This is an optimization exercise on Yosys and OpenROAD, whose aim is small area and a short achievable clock period, not a production implementation.
Where RTL was checked, it was by simulation tests only, not by an equivalence proof against the original.
No driver is modelled on the clock port, so clock power and skew are understated where the tree is cut down; a real chip needs a root buffer or a tree.
Power figures rest on the tool's default switching activity, not on a simulated workload.

==> module flit_queue, before the edit <==
module flit_queue #(
    parameter int width      = 81,
    parameter int tag_w      = 1,
    parameter int depth      = 8,
    parameter bit free_write = 0
) (
    input  logic             clk,
    input  logic             rst,
    input  logic [width-1:0] wr_data,
    input  logic [tag_w-1:0] wr_tag,
    input  logic             wr_en,
    input  logic             wr_en_next,
    input  logic             rd_en,
    output logic [width-1:0] rd_data,
    output logic [tag_w-1:0] head_tag,
    output logic             not_empty_next,
    output logic [tag_w-1:0] head_tag_next,
    output logic             not_empty,
    output logic             full,
    output logic             almost_full
);
    logic [width-1:0] mem [depth];
    logic [tag_w-1:0] tag [depth];
    logic [depth-1:0] wr_oh;
    logic [depth-1:0] rd_oh;
    logic [depth-1:0] rd_oh_next;
    logic [depth:0]   occ;
    logic             do_wr;
    logic             do_rd;
    logic [depth-1:0] wr_oh_d;
    logic [depth:0]   occ_d;
    logic [depth-1:0] wsel;
    logic [tag_w-1:0] next_tag;
    assign do_wr = free_write ? (wr_en && !full) : wr_en;
    assign do_rd = rd_en && not_empty;
    assign not_empty   = !occ[0];
    assign full        = occ[depth];
    assign almost_full = occ[depth-1];
    assign rd_oh_next = {rd_oh[depth-2:0], rd_oh[depth-1]};
    always_comb begin
        next_tag = '0;
        for (int i = 0; i < depth; i++) begin
            next_tag = next_tag | (tag[i] & {tag_w{rd_oh_next[i]}});
        end
    end
    assign wr_oh_d = do_wr ? {wr_oh[depth-2:0], wr_oh[depth-1]} : wr_oh;
    always_comb begin
        if (do_rd) begin
            occ_d = do_wr ? occ : {1'b0, occ[depth:1]};
        end else begin
            occ_d = do_wr ? {occ[depth-1:0], 1'b0} : occ;
        end
    end
    always_ff @(posedge clk) begin
        if (rst) begin
            wr_oh <= depth'(1);
            rd_oh <= depth'(1);
            occ   <= (depth + 1)'(1);
            wsel  <= free_write ? depth'(1) : '0;
        end else begin
            wr_oh <= wr_oh_d;
            if (do_rd) begin
                rd_oh <= rd_oh_next;
            end
            occ   <= occ_d;
            wsel  <= wr_oh_d & {depth{free_write ? !occ_d[depth] : wr_en_next}};
        end
    end
    assign not_empty_next = !rst && !occ_d[0];
    always_comb begin
        if (do_wr && (occ[0] || (occ[1] && do_rd))) begin
            head_tag_next = wr_tag;
        end else if (do_rd) begin
            head_tag_next = next_tag;
        end else begin
            head_tag_next = head_tag;
        end
    end
    always_ff @(posedge clk) begin
        head_tag <= head_tag_next;
    end
    for (genvar i = 0; i < depth; i++) begin : g_slot
        always_ff @(posedge clk) begin
            if (wsel[i]) begin
                mem[i] <= wr_data;
                tag[i] <= wr_tag;
            end
        end
    end
    always_comb begin
        rd_data = '0;
        for (int i = 0; i < depth; i++) begin
            rd_data = rd_data | (mem[i] & {width{rd_oh[i]}});
        end
    end
endmodule
clock: 4.5 ns
lec_check: 0
cap_margin: 20
core_margin: 2
core_utilization: 65
max_routing_layer: met4
setup_slack_margin: 2.6
slew_margin: 20
standard.sh (not shown) runs the stock make flow with config.mk's settings and CLKGATE_MAP_FILE= SYNTH_SCRIPT=/design/flow/synth_recipe.tcl, a recipe that flattens the netlist after the stock synthesis.
==> flow/flow/run.sh <==
#!/bin/bash
# Standard ORFS layout with a few changes to how it is made:
#  - port buffers are plain buffers rather than the resizer's default pick
#  - the clock tree is a three-level tree built by flow/cts_hook.tcl in
#    place of TritonCTS (four root buffers fed by the clock port, sixteen
#    mid buffers, leaf buffers of at most 26 flip-flops each)
#  - before timing repair at that step, output-port flip-flops get their
#    other loads split off behind a buffer and their port buffers moved next
#    to them (flow/split_loads.tcl)
#  - timing repair may resize a cell to a different footprint
# make's full output (every tool it runs) goes to flow_make.log here; ORFS
# also keeps each step's own log under orfs/logs.
set -euo pipefail
export BUFFER_PORTS_ARGS="-buffer_cell sky130_fd_sc_hd__buf_2"
export PRE_CTS_TCL="$PWD/flow/cts_hook.tcl"
bash standard.sh MATCH_CELL_FOOTPRINT=0 finish > flow_make.log 2>&1
Other scripts of this flow, unchanged in this note and not shown: flow/flow/cts_hook.tcl, flow/flow/manual_cts.tcl, flow/flow/split_loads.tcl
The baseline produced a clean layout.
Rerun with:
--- a/flow/design.v
+++ b/flow/design.v
@@ -37,8 +37,11 @@
     logic [tag_w-1:0] tag [depth];
     logic [depth-1:0] wr_oh;
     logic [depth-1:0] rd_oh;
     logic [depth-1:0] rd_oh_next;
+    logic [depth-1:0] rd_oh_d;
+    logic [depth-1:0] rd_oh_m;
+    logic [depth-1:0] rd_oh_w;
     logic [depth:0]   occ;
     logic             do_wr;
     logic             do_rd;
     logic [depth-1:0] wr_oh_d;
@@ -56,8 +59,9 @@
         for (int i = 0; i < depth; i++) begin
             next_tag = next_tag | (tag[i] & {tag_w{rd_oh_next[i]}});
         end
     end
+    assign rd_oh_d = do_rd ? rd_oh_next : rd_oh;
     assign wr_oh_d = do_wr ? {wr_oh[depth-2:0], wr_oh[depth-1]} : wr_oh;
     always_comb begin
         if (do_rd) begin
             occ_d = do_wr ? occ : {1'b0, occ[depth:1]};
@@ -67,16 +71,18 @@
     end
     always_ff @(posedge clk) begin
         if (rst) begin
             wr_oh <= depth'(1);
-            rd_oh <= depth'(1);
+            rd_oh   <= depth'(1);
+            rd_oh_m <= '0;
+            rd_oh_w <= '0;
             occ   <= (depth + 1)'(1);
             wsel  <= free_write ? depth'(1) : '0;
         end else begin
             wr_oh <= wr_oh_d;
-            if (do_rd) begin
-                rd_oh <= rd_oh_next;
-            end
+            rd_oh   <= rd_oh_d;
+            rd_oh_m <= rd_oh_d & {depth{!occ_d[0]}};
+            rd_oh_w <= rd_oh_d & {depth{!occ_d[0] || wr_en}};
             occ   <= occ_d;
             wsel  <= wr_oh_d & {depth{free_write ? !occ_d[depth] : wr_en_next}};
         end
     end
@@ -100,12 +106,19 @@
                 tag[i] <= wr_tag;
             end
         end
     end
+    localparam int w1 = width / 3;
+    localparam int w2 = (2 * width) / 3;
     always_comb begin
         rd_data = '0;
         for (int i = 0; i < depth; i++) begin
-            rd_data = rd_data | (mem[i] & {width{rd_oh[i]}});
+            rd_data[w1-1:0] = rd_data[w1-1:0] |
+                              (mem[i][w1-1:0] & {w1{rd_oh[i]}});
+            rd_data[w2-1:w1] = rd_data[w2-1:w1] |
+                               (mem[i][w2-1:w1] & {(w2-w1){rd_oh_m[i]}});
+            rd_data[width-1:w2] = rd_data[width-1:w2] |
+                                  (mem[i][width-1:w2] & {(width-w2){rd_oh_w[i]}});
         end
     end
 endmodule
 `timescale 1ns/10ps
Effect: Synthesized area climbs by 1.6%. Setup slack improves by 0.038 ns. Power fell by 0.75%. Cell area hardly moves. Core utilization is lower by 1.2 points.
For the second run of this note, only the layout was checked, not whether the RTL still works. In every run of this note, the design's own scripts or RTL, not TritonCTS, make the clock network.

[afterwards: timing with drivers on the ports]
Ports are ideal in the flow. The routed layouts listed here were re-timed in OpenROAD. Step 1 assumes that a clkbuf_16 drives the clock port and a buf_2 every other input. Step 2 times the ports against the registers' clock, not the clock port: input delays grow and output delays shrink by t, the midpoint of the rising clock arrivals with the driver on. a / b / c = ideal ports / drivers / drivers and shift; a / b = the first two.
run	shift t [ns]	setup WS [ns]	slew at the worst register clock pin (ns)	cell pins on the clock port's net
the first run	0.750	2.505 / 2.292 / 1.813	0.11 / 0.11	4
the second run	0.735	2.542 / 2.343 / 1.651	0.10 / 0.10	4
After both steps every run listed still meets setup and hold. The setup slack of the second run, which loses most, moves by -0.199 ns with the drivers and by -0.891 ns with both steps.
